This is an optimization exercise on Yosys and OpenROAD, whose aim is a short achievable clock period and few clock cycles per item, not a production implementation.
The RTL was checked by simulation tests, not by an equivalence proof against the original design.
No activity file was given, so power comes from the tool's default toggle rates.

**config.mk**
```make
export PLATFORM = sky130hd
export DESIGN_NAME = jump_trajectory_profiler_top
export DESIGN_NICKNAME = jump_trajectory_profiler_top
export VERILOG_FILES = /design/flow/design.v
export SDC_FILE = /design/flow/constraint.sdc
export NUM_CORES = 4
export LEC_CHECK = 0
export CAP_MARGIN = 20
export CORE_MARGIN = 2
export CORE_UTILIZATION = 40
export SLEW_MARGIN = 20
```
**constraint.sdc**
```tcl
create_clock -name core_clock -period 10.0 [get_ports {i_clk}]
set_input_delay 2.0000 -clock core_clock [delete_from_list [all_inputs] [get_ports {i_clk}]]
set_output_delay 2.0000 -clock core_clock [all_outputs]
set_load 0.01 [all_outputs]
```
**design.v**
```verilog
package jtp_pkg;
    localparam int POS_BITS_DEF  = 18;
    localparam int FRAC_BITS_DEF = 16;
    localparam int TICK_W        = 16;
    localparam int CNT_W         = 18;
    localparam int BND_W         = 19;
    localparam int CFG_IDX_W     = 3;
    localparam int PHASE_W       = 3;
    localparam int CROUCH_TICKS_RST  = 300;
    localparam int LIFT_TICKS_RST    = 100;
    localparam int LAND_TICKS_RST    = 100;
    localparam int FLIGHT_TICKS_RST  = 300;
    localparam int CROUCH_HEIGHT_RST = -9830;
    localparam int FLIGHT_HEIGHT_RST = -16384;
    localparam int RISE_HEIGHT_RST   = -13107;
    localparam int BACK_DISTANCE_RST = 3277;
    typedef enum logic [CFG_IDX_W-1:0] {
        CFG_CROUCH_TICKS,
        CFG_LIFT_TICKS,
        CFG_LAND_TICKS,
        CFG_FLIGHT_TICKS,
        CFG_CROUCH_HEIGHT,
        CFG_FLIGHT_HEIGHT,
        CFG_RISE_HEIGHT,
        CFG_BACK_DISTANCE
    } t_cfg_idx;
    typedef enum logic [PHASE_W-1:0] {
        PH_CROUCH,
        PH_LIFT,
        PH_HOLD,
        PH_LAND,
        PH_RISE,
        PH_IDLE
    } t_phase;
    typedef enum logic [3:0] {
        S_IDLE,
        S_DECODE,
        S_PHASE,
        S_DIV,
        S_MUL1,
        S_MUL2,
        S_MULX,
        S_MULZ,
        S_FIN,
        S_PUT
    } t_state;
    typedef enum logic [2:0] {
        MUL_NONE,
        MUL_PP,
        MUL_QG,
        MUL_X,
        MUL_Z
    } t_mul_op;
    typedef struct packed {
        logic    load_in;
        logic    decode;
        logic    classify;
        logic    div_step;
        t_mul_op mul_op;
        logic    fin;
        logic    load_out;
    } t_dp_cmd;
    typedef struct packed {
        logic skip;
    } t_dp_sts;
endpackage
import jtp_pkg::*;
module jtp_ctrl #(
    parameter int FRAC_BITS = FRAC_BITS_DEF
) (
    input  logic    i_clk,
    input  logic    i_rst_n,
    input  logic    i_in_valid,
    output logic    o_in_stall,
    output logic    o_out_valid,
    input  logic    i_out_stall,
    input  jtp_pkg::t_dp_sts i_sts,
    output jtp_pkg::t_dp_cmd o_cmd
);
    localparam int DCW = $clog2(FRAC_BITS);
    jtp_pkg::t_state         r_state, n_state;
    logic [DCW-1:0] r_div_cnt, n_div_cnt;
    logic           r_out_valid, n_out_valid;
    logic           w_out_free;
    assign w_out_free = !r_out_valid || !i_out_stall;
    always_ff @(posedge i_clk) begin
        if (!i_rst_n) begin
            r_state     <= S_IDLE;
            r_div_cnt   <= '0;
            r_out_valid <= 1'b0;
        end else begin
            r_state     <= n_state;
            r_div_cnt   <= n_div_cnt;
            r_out_valid <= n_out_valid;
        end
    end
    always_comb begin
        n_state    = r_state;
        n_div_cnt  = r_div_cnt;
        o_in_stall = 1'b1;
        o_cmd      = '0;
        case (r_state)
            S_IDLE: begin
                o_in_stall = 1'b0;
                if (i_in_valid) begin
                    o_cmd.load_in = 1'b1;
                    n_state       = S_DECODE;
                end
            end
            S_DECODE: begin
                o_cmd.decode = 1'b1;
                n_state      = i_sts.skip ? S_PUT : S_PHASE;
            end
            S_PHASE: begin
                o_cmd.classify = 1'b1;
                n_div_cnt      = '0;
                n_state        = S_DIV;
            end
            S_DIV: begin
                o_cmd.div_step = 1'b1;
                n_div_cnt      = r_div_cnt + DCW'(1);
                if (r_div_cnt == DCW'(FRAC_BITS - 1)) begin
                    n_state = S_MUL1;
                end
            end
            S_MUL1: begin
                o_cmd.mul_op = MUL_PP;
                n_state      = S_MUL2;
            end
            S_MUL2: begin
                o_cmd.mul_op = MUL_QG;
                n_state      = S_MULX;
            end
            S_MULX: begin
                o_cmd.mul_op = MUL_X;
                n_state      = S_MULZ;
            end
            S_MULZ: begin
                o_cmd.mul_op = MUL_Z;
                n_state      = S_FIN;
            end
            S_FIN: begin
                o_cmd.fin = 1'b1;
                n_state   = S_PUT;
            end
            S_PUT: begin
                if (w_out_free) begin
                    o_cmd.load_out = 1'b1;
                    n_state        = S_IDLE;
                end
            end
            default: begin
                n_state = S_IDLE;
            end
        endcase
    end
    assign n_out_valid = o_cmd.load_out ? 1'b1 : (r_out_valid && i_out_stall);
    assign o_out_valid = r_out_valid;
endmodule
import jtp_pkg::*;
module jtp_datapath #(
    parameter int POS_BITS  = POS_BITS_DEF,
    parameter int FRAC_BITS = FRAC_BITS_DEF,
    parameter int CFG_W     = (POS_BITS > TICK_W) ? POS_BITS : TICK_W
) (
    input  logic                       i_clk,
    input  logic                       i_rst_n,
    input  logic                       i_cfg_wr_en,
    input  logic [CFG_IDX_W-1:0]       i_cfg_addr,
    input  logic [CFG_W-1:0]           i_cfg_wr_data,
    input  logic                       i_command,
    input  logic signed [POS_BITS-1:0] i_start_height,
    input  jtp_pkg::t_dp_cmd                    i_cmd,
    output jtp_pkg::t_dp_sts                    o_sts,
    output logic signed [POS_BITS-1:0] o_target_x,
    output logic signed [POS_BITS-1:0] o_target_z,
    output logic [PHASE_W-1:0]         o_phase
);
    localparam int SW = FRAC_BITS + 1;
    localparam int GW = FRAC_BITS + 2;
    localparam int AW = (POS_BITS + 2 > FRAC_BITS + 3) ? POS_BITS + 2 : FRAC_BITS + 3;
    localparam int BW = FRAC_BITS + 3;
    localparam int PW = AW + BW;
    localparam logic [SW-1:0] ONE       = SW'(1) << FRAC_BITS;
    localparam logic [GW-1:0] THREE_ONE = GW'(3) << FRAC_BITS;
    logic [TICK_W-1:0]          r_crouch_ticks, r_lift_ticks, r_land_ticks, r_flight_ticks;
    logic signed [POS_BITS-1:0] r_crouch_h, r_flight_h, r_rise_h, r_back_d;
    logic [CNT_W-1:0]           r_tick;
    logic signed [POS_BITS-1:0] r_entry, r_held_x, r_held_z;
    logic signed [BND_W-1:0]    r_b_lift, r_b_hold, r_b_fall;
    logic [CNT_W-1:0]           r_total;
    logic                       r_cmd_bit;
    logic signed [POS_BITS-1:0] r_height;
    jtp_pkg::t_phase                     r_res_phase;
    logic [TICK_W:0]            r_rem;
    logic [TICK_W-1:0]          r_den;
    logic [FRAC_BITS-1:0]       r_quo;
    logic                       r_sat;
    logic signed [POS_BITS-1:0] r_ax, r_az;
    logic signed [POS_BITS:0]   r_dx, r_dz;
    logic signed [PW-1:0]       r_prod;
    logic [SW-1:0]              r_s;
    logic signed [POS_BITS-1:0] r_x_new;
    logic signed [POS_BITS-1:0] r_out_x, r_out_z;
    jtp_pkg::t_phase                     r_out_phase;
    logic signed [BND_W-1:0]    w_c, w_l, w_d, w_f, w_t;
    jtp_pkg::t_phase                     n_phase;
    logic [TICK_W:0]            n_num;
    logic [TICK_W-1:0]          n_den;
    logic signed [POS_BITS-1:0] n_ax, n_bx, n_az, n_bz;
    logic                       n_sat;
    logic [TICK_W:0]            w_rem2;
    logic                       w_ge;
    logic [SW-1:0]              w_p, w_q;
    logic [GW-1:0]              w_g;
    logic signed [AW-1:0]       w_mul_a;
    logic signed [BW-1:0]       w_mul_b;
    logic signed [PW-1:0]       w_prod;
    assign w_c = $signed(BND_W'(r_crouch_ticks));
    assign w_l = $signed(BND_W'(r_lift_ticks));
    assign w_d = $signed(BND_W'(r_land_ticks));
    assign w_f = $signed(BND_W'(r_flight_ticks));
    assign w_t = $signed(BND_W'(r_tick));
    assign o_sts.skip = !r_cmd_bit || (r_tick >= r_total);
    always_comb begin
        n_phase = PH_RISE;
        n_num   = (TICK_W+1)'(w_t - r_b_fall);
        n_den   = r_crouch_ticks;
        n_ax    = '0;
        n_bx    = '0;
        n_az    = r_crouch_h;
        n_bz    = r_rise_h;
        if (w_t < w_c) begin
            n_phase = PH_CROUCH;
            n_num   = (TICK_W+1)'(w_t);
            n_den   = r_crouch_ticks;
            n_az    = r_entry;
            n_bz    = r_crouch_h;
        end else if (w_t < r_b_lift) begin
            n_phase = PH_LIFT;
            n_num   = (TICK_W+1)'(w_t - w_c);
            n_den   = r_lift_ticks;
            n_bx    = r_back_d;
            n_az    = r_crouch_h;
            n_bz    = r_flight_h;
        end else if (w_t < r_b_hold) begin
            n_phase = PH_HOLD;
            n_num   = '0;
            n_den   = '0;
            n_ax    = r_back_d;
            n_bx    = r_back_d;
            n_az    = r_flight_h;
            n_bz    = r_flight_h;
        end else if (w_t < r_b_fall) begin
            n_phase = PH_LAND;
            n_num   = (TICK_W+1)'(w_t - r_b_hold);
            n_den   = r_land_ticks;
            n_ax    = r_back_d;
            n_az    = r_flight_h;
            n_bz    = r_crouch_h;
        end
        n_sat = (n_den == '0) || (n_num >= {1'b0, n_den});
    end
    assign w_rem2 = {r_rem[TICK_W-1:0], 1'b0};
    assign w_ge   = (w_rem2 >= {1'b0, r_den});
    assign w_p    = r_sat ? ONE : {1'b0, r_quo};
    assign w_g    = THREE_ONE - {w_p, 1'b0};
    assign w_q    = r_prod[FRAC_BITS +: SW];
    always_comb begin
        w_mul_a = '0;
        w_mul_b = '0;
        case (i_cmd.mul_op)
            MUL_PP: begin
                w_mul_a = $signed(AW'(w_p));
                w_mul_b = $signed(BW'(w_p));
            end
            MUL_QG: begin
                w_mul_a = $signed(AW'(w_g));
                w_mul_b = $signed(BW'(w_q));
            end
            MUL_X: begin
                w_mul_a = AW'(r_dx);
                w_mul_b = $signed(BW'(w_q));
            end
            MUL_Z: begin
                w_mul_a = AW'(r_dz);
                w_mul_b = $signed(BW'(r_s));
            end
            default: begin
                w_mul_a = '0;
                w_mul_b = '0;
            end
        endcase
    end
    assign w_prod = PW'(w_mul_a) * PW'(w_mul_b);
    always_ff @(posedge i_clk) begin
        if (!i_rst_n) begin
            r_crouch_ticks <= TICK_W'(CROUCH_TICKS_RST);
            r_lift_ticks   <= TICK_W'(LIFT_TICKS_RST);
            r_land_ticks   <= TICK_W'(LAND_TICKS_RST);
            r_flight_ticks <= TICK_W'(FLIGHT_TICKS_RST);
            r_crouch_h     <= POS_BITS'(CROUCH_HEIGHT_RST);
            r_flight_h     <= POS_BITS'(FLIGHT_HEIGHT_RST);
            r_rise_h       <= POS_BITS'(RISE_HEIGHT_RST);
            r_back_d       <= POS_BITS'(BACK_DISTANCE_RST);
            r_tick         <= '0;
            r_entry        <= '0;
            r_held_x       <= '0;
            r_held_z       <= '0;
        end else begin
            if (i_cfg_wr_en) begin
                case (i_cfg_addr)
                    CFG_CROUCH_TICKS:  r_crouch_ticks <= i_cfg_wr_data[TICK_W-1:0];
                    CFG_LIFT_TICKS:    r_lift_ticks   <= i_cfg_wr_data[TICK_W-1:0];
                    CFG_LAND_TICKS:    r_land_ticks   <= i_cfg_wr_data[TICK_W-1:0];
                    CFG_FLIGHT_TICKS:  r_flight_ticks <= i_cfg_wr_data[TICK_W-1:0];
                    CFG_CROUCH_HEIGHT: r_crouch_h     <= i_cfg_wr_data[POS_BITS-1:0];
                    CFG_FLIGHT_HEIGHT: r_flight_h     <= i_cfg_wr_data[POS_BITS-1:0];
                    CFG_RISE_HEIGHT:   r_rise_h       <= i_cfg_wr_data[POS_BITS-1:0];
                    CFG_BACK_DISTANCE: r_back_d       <= i_cfg_wr_data[POS_BITS-1:0];
                    default: ;
                endcase
            end
            if (i_cmd.decode) begin
                if (!r_cmd_bit) begin
                    r_entry <= r_height;
                    r_tick  <= '0;
                end else if (r_tick < r_total) begin
                    r_tick <= r_tick + CNT_W'(1);
                end
            end
            if (i_cmd.fin) begin
                r_held_x <= r_x_new;
                r_held_z <= r_az + r_prod[FRAC_BITS +: POS_BITS];
            end
        end
    end
    always_ff @(posedge i_clk) begin
        r_b_lift <= w_c + w_l;
        r_b_fall <= w_c + w_f;
        r_b_hold <= w_c + w_f - w_d;
        r_total  <= CNT_W'(r_crouch_ticks) + CNT_W'(r_crouch_ticks) + CNT_W'(r_flight_ticks);
        if (i_cmd.load_in) begin
            r_cmd_bit <= i_command;
            r_height  <= i_start_height;
        end
        if (i_cmd.decode) begin
            r_res_phase <= PH_IDLE;
        end
        if (i_cmd.classify) begin
            r_res_phase <= n_phase;
            r_rem       <= n_num;
            r_den       <= n_den;
            r_sat       <= n_sat;
            r_quo       <= '0;
            r_ax        <= n_ax;
            r_az        <= n_az;
            r_dx        <= (POS_BITS+1)'(n_bx) - (POS_BITS+1)'(n_ax);
            r_dz        <= (POS_BITS+1)'(n_bz) - (POS_BITS+1)'(n_az);
        end
        if (i_cmd.div_step) begin
            r_rem <= w_ge ? (w_rem2 - {1'b0, r_den}) : w_rem2;
            r_quo <= {r_quo[FRAC_BITS-2:0], w_ge};
        end
        if (i_cmd.mul_op != MUL_NONE) begin
            r_prod <= w_prod;
        end
        if (i_cmd.mul_op == MUL_X) begin
            r_s <= w_q;
        end
        if (i_cmd.mul_op == MUL_Z) begin
            r_x_new <= r_ax + r_prod[FRAC_BITS +: POS_BITS];
        end
        if (i_cmd.load_out) begin
            r_out_x     <= r_held_x;
            r_out_z     <= r_held_z;
            r_out_phase <= r_res_phase;
        end
    end
    assign o_target_x = r_out_x;
    assign o_target_z = r_out_z;
    assign o_phase    = r_out_phase;
endmodule
import jtp_pkg::*;
module jump_trajectory_profiler_top #(
    parameter int POS_BITS  = POS_BITS_DEF,
    parameter int FRAC_BITS = FRAC_BITS_DEF,
    localparam int CFG_W    = (POS_BITS > TICK_W) ? POS_BITS : TICK_W
) (
    input  logic                       i_clk,
    input  logic                       i_rst_n,
    input  logic                       i_cfg_wr_en,
    input  logic [CFG_IDX_W-1:0]       i_cfg_addr,
    input  logic [CFG_W-1:0]           i_cfg_wr_data,
    input  logic                       i_in_valid,
    output logic                       o_in_stall,
    input  logic                       i_command,
    input  logic signed [POS_BITS-1:0] i_start_height,
    output logic                       o_out_valid,
    input  logic                       i_out_stall,
    output logic signed [POS_BITS-1:0] o_target_x,
    output logic signed [POS_BITS-1:0] o_target_z,
    output logic [PHASE_W-1:0]         o_phase
);
    jtp_pkg::t_dp_cmd w_cmd;
    jtp_pkg::t_dp_sts w_sts;
    jtp_ctrl #(
        .FRAC_BITS (FRAC_BITS)
    ) u_ctrl (
        .i_clk       (i_clk),
        .i_rst_n     (i_rst_n),
        .i_in_valid  (i_in_valid),
        .o_in_stall  (o_in_stall),
        .o_out_valid (o_out_valid),
        .i_out_stall (i_out_stall),
        .i_sts       (w_sts),
        .o_cmd       (w_cmd)
    );
    jtp_datapath #(
        .POS_BITS  (POS_BITS),
        .FRAC_BITS (FRAC_BITS),
        .CFG_W     (CFG_W)
    ) u_datapath (
        .i_clk          (i_clk),
        .i_rst_n        (i_rst_n),
        .i_cfg_wr_en    (i_cfg_wr_en),
        .i_cfg_addr     (i_cfg_addr),
        .i_cfg_wr_data  (i_cfg_wr_data),
        .i_command      (i_command),
        .i_start_height (i_start_height),
        .i_cmd          (w_cmd),
        .o_sts          (w_sts),
        .o_target_x     (o_target_x),
        .o_target_z     (o_target_z),
        .o_phase        (o_phase)
    );
endmodule
```
**run.sh**
```bash
#!/bin/bash
# synth_recipe.tcl (not shown) runs the flow's synth.tcl, then flattens the netlist and writes it again
# the make line also repeats each setting of config.mk as NAME=value (left out here)
make -C /OpenROAD-flow-scripts/flow DESIGN_CONFIG=/design/flow/config.mk WORK_HOME=/design/flow/orfs CLKGATE_MAP_FILE= SYNTH_SCRIPT=/design/flow/synth_recipe.tcl finish
```
==> impl_metrics.toml <==
[power]
switching_share_pct = 33.58
p_switching_mw = 2.126
power_density_nw_per_um2 = 137.6
seqPwrFrac_pct = 43.0
internal_power_mw = 4.205
fin_total_pwr_mw = 6.331
ir_drop_uv = 134.3
p_comb_share_pct = 24.9
p_leak_nw = 20.31
pwr-share-clk_pct = 32.2

[placed_design]
place_ws_ps = 1074
hpwl_mm = 96.24
gp_congestion = 0.9123
numPortBuffers = 85

[global_route]
met2_usage_pct = 35.58
globalRouteMet1Util_pct = 34.44
grt_max_degree = 111
grt_busiest_layer = "met2"
grt_first_pass_wirelength_mm = 192.0
gr-usage-met3_pct = 3.088
grtUsageTotal_pct = 23.23
antenna_found_initial = 3
grt-ovfl-total = 0
grt_pass1_vias = 32053

[synthesis]
seq_area_frac_synth_pct = 30.81
synthTopCellsByArea = "edfxtp_1, fa_1, dfxtp_1, ha_1, nand2_1"
ys.flop_type = "dfxtp_1"
synth_seq_cells = 524
syn-num-nets = 5394
synth_top_area_cell = "edfxtp_1"
synth_top_area_share_pct = 17.05
async_flop_share_pct = 0
synthDistinctLibCells = 85
avgSynthCellArea_um2 = 8.910
ys_warn_count = 2
syn_area_um2 = 41750
synth_edf_count = 237
syn_inst = 4686

[cts]
cts_resized = 0
cts_made_buffers = 55
path_clk_slew_ps = 60
cts.sink_count = 524
post_cts_buffers = 0
clockBufferDepth = 3
cts_root_buf = "clkbuf_16"
postCtsHoldBufs = 0
clk_latency_ps = 660
cts_tree = "done"
htree_levels = 2

[worst_setup_path]
cp-end-kind = "register"
r2r_start = "u_datapath.r_sat"
crit_required_ps = 10390
start_kind = "register"
rr_worst_depth = 29
crit_type = "register to register"
arrival_ps = 9390
reg2reg_slack_ps = 1000
slowest_stage = "edfxtp_1"
rr_endpoint = "u_datapath.r_prod[32]"
startpoint = "u_datapath.r_sat"
crit_fanout = 20
crit_top_cell = "fa_1"
slowest_delay_ps = 710

[sta]
tightest_slew_ps = 1177
min_period_over_period_pct = 90.05
final_max_slew_viol_count = 0
skew_ps = 40.01
max_freq_ghz = 0.1111
setup_tns_ps = 0
setup_viol = 0
final.min_clock_period_ps = 9005
hold_viol_final = 0
relSlewSlack_pct = 20.68
rsz0062_at_grt = "no"
finalWorstSetupSlack_ps = 995.1

[floorplan]
die_w_um = 327.1
initial_core_util_pct = 40.34
dieArea_um2 = 107000
coreArea_um2 = 103500
boundaryPins = 86
num_rows = 118
die_h_um = 327.1

[route]
drcViolationCount = 0
wl_mm = 125.4
routedWlPerCell_um = 20.43
final_antenna_net_count = 0
route.vias.total = 33403
detail_route.first_pass.iterations = 5
via_per_inst = 5.439
drt_iter0_drc = 3009

[final_layout]
seqCellArea_um2 = 12870
diodes = 0
drive_gt1_share_pct = 5.083
fillCellCount = 10064
multiInputGateArea_um2 = 25950
final_nets = 5424
area_delta_synth_final_pct = 10.23
reg.largest.list = "u_datapath.r_dx x19, u_datapath.r_dz x19"

[outcome]
status = "finished clean"

[run]
maxCapViolations = 0

[min_path]
hold_depth = 0
min_to = "u_datapath.r_total[0]"
worstHoldStart = "u_datapath.r_flight_ticks[0]"
hold_path.class = "register to register"
-- worst max-delay path by stage --
| stage | depth (start not counted) | endpoint | slack [ps] |
|---|---|---|---|
| final | 29 | u_datapath.r_prod[32] | 1000 |
| after floorplan | 28 | u_datapath.r_prod[29] | 2070 |
| after global routing | 29 | u_datapath.r_prod[32] | 520 |
| after detailed placement | 29 | u_datapath.r_prod[32] | 1070 |
| after CTS | 29 | u_datapath.r_prod[32] | 1070 |
| after global placement | 29 | u_datapath.r_prod[32] | 1240 |
-- worst max-delay path, delay by kind of cell, from the launching register on --
kind | cells | cell delay [ps]
xor gates and xnor gates | 1 | 80
and+or+nand+nor | 5 | 1390
adders and majority gates | 8 | 3560
AOI/OAI and AO/OA | 11 | 2500
DFF | 1 | 710
buffers and inverters | 4 | 530
-- stage by stage --
step	instances	cell area (um^2)	utilization [%]	hold WS (ps)
after floorplan	4686	41750	-	355.4
after global placement	6038	44230	42.73	394.5
after detailed placement	6038	44230	42.73	390.1
after CTS	6140	46000	44.44	397.7
after global routing	6141	46020	44.47	402.9
final	6141	46020	44.47	390.3
-- synth_stat cells (126+ instances only) --
cell	n
xnor2_1	129
clkbuf_1	128
edfxtp_1	237
nand3_1	130
a21oi_1	244
nor2_1	434
nand2_1	650
fa_1	315
ha_1	348
o21ai_0	126
inv_1	583
dfxtp_1	287
a21boi_0	139
-- layout by cell type, fill, tap and decap left out, types with 125 or more instances in the layout --
cell type,instances
nand2_1,650
inv_1,583
nor2_1,424
ha_1,348
fa_1,315
dfxtp_1,285
a21oi_1,243
edfxtp_1,237
a21boi_0,139
nand3_1,130
xnor2_1,129
o21ai_0,125
-- power groups by stage --
stage	clock [mW]	sequential (mW)	combinational, mW
2_1_floorplan	0	2.65	1.11
3_3_place_gp	0	2.76	1.54
3_5_place_dp	0	2.76	1.55
4_1_cts	2.07	2.72	1.56
5_1_grt	2.15	2.74	1.73
6_report	2.04	2.72	1.57
-- layout make-up --
cell class | instances | area share (%)
sequential | 524 | 27.96
clock buffer | 75 | 3.328
multi-input combinational | 3379 | 56.40
tap | 1380 | 3.752
clock inverter | 27 | 0.5193
timing repair buffer | 170 | 3.265
inverter | 586 | 4.780
-- cell families after synthesis --
logic type | Yosys count | synth area share (%)
AO/OA/AOI/OAI | 904 | 14.49
XOR/XNOR | 191 | 4.007
adder cells (fa/ha/maj) | 663 | 25.53
buffers and inverters | 783 | 7.240
flip-flops | 524 | 30.81
multiplexers | 55 | 1.337
AND/OR/NAND/NOR | 1566 | 16.58
-- layer usage --
metal	vias up	routed length, um
met1	16179	57990
met5	-	0
met4	0	3276
li1	15820	-
met2	1214	54530
met3	190	9632
Testbench counts, summed over its fixed seeds: cycles 191,726, items 7,934.

re-timing with driven ports:
Ports are ideal in the flow. The routed layout listed here was re-timed in OpenROAD.
Step 1 sets driving cells, clkbuf_16 on the clock port and buf_2 on the other inputs (assumed; they add their load-dependent delay and slew).
Step 2, shift: input delay + t, output delay - t, t = (earliest + latest rising clock arrival at the registers) / 2. This alone moves slack from input paths to output paths.
Slacks: no drivers / after step 1 / after step 2; pairs: no drivers / after step 1.
t, ns: 0.698
setup slack, ns: 0.995 / 0.995 / 0.995
latest minus earliest clock arrival (ns): 0.042 / 0.042
worst data-port slew with drivers (ns): 0.05
cell pins on the clock port's net: 1
After both steps this run still meets setup and hold. The setup slack of this run moves by 0.000 ns with the drivers and by 0.000 ns with both steps.
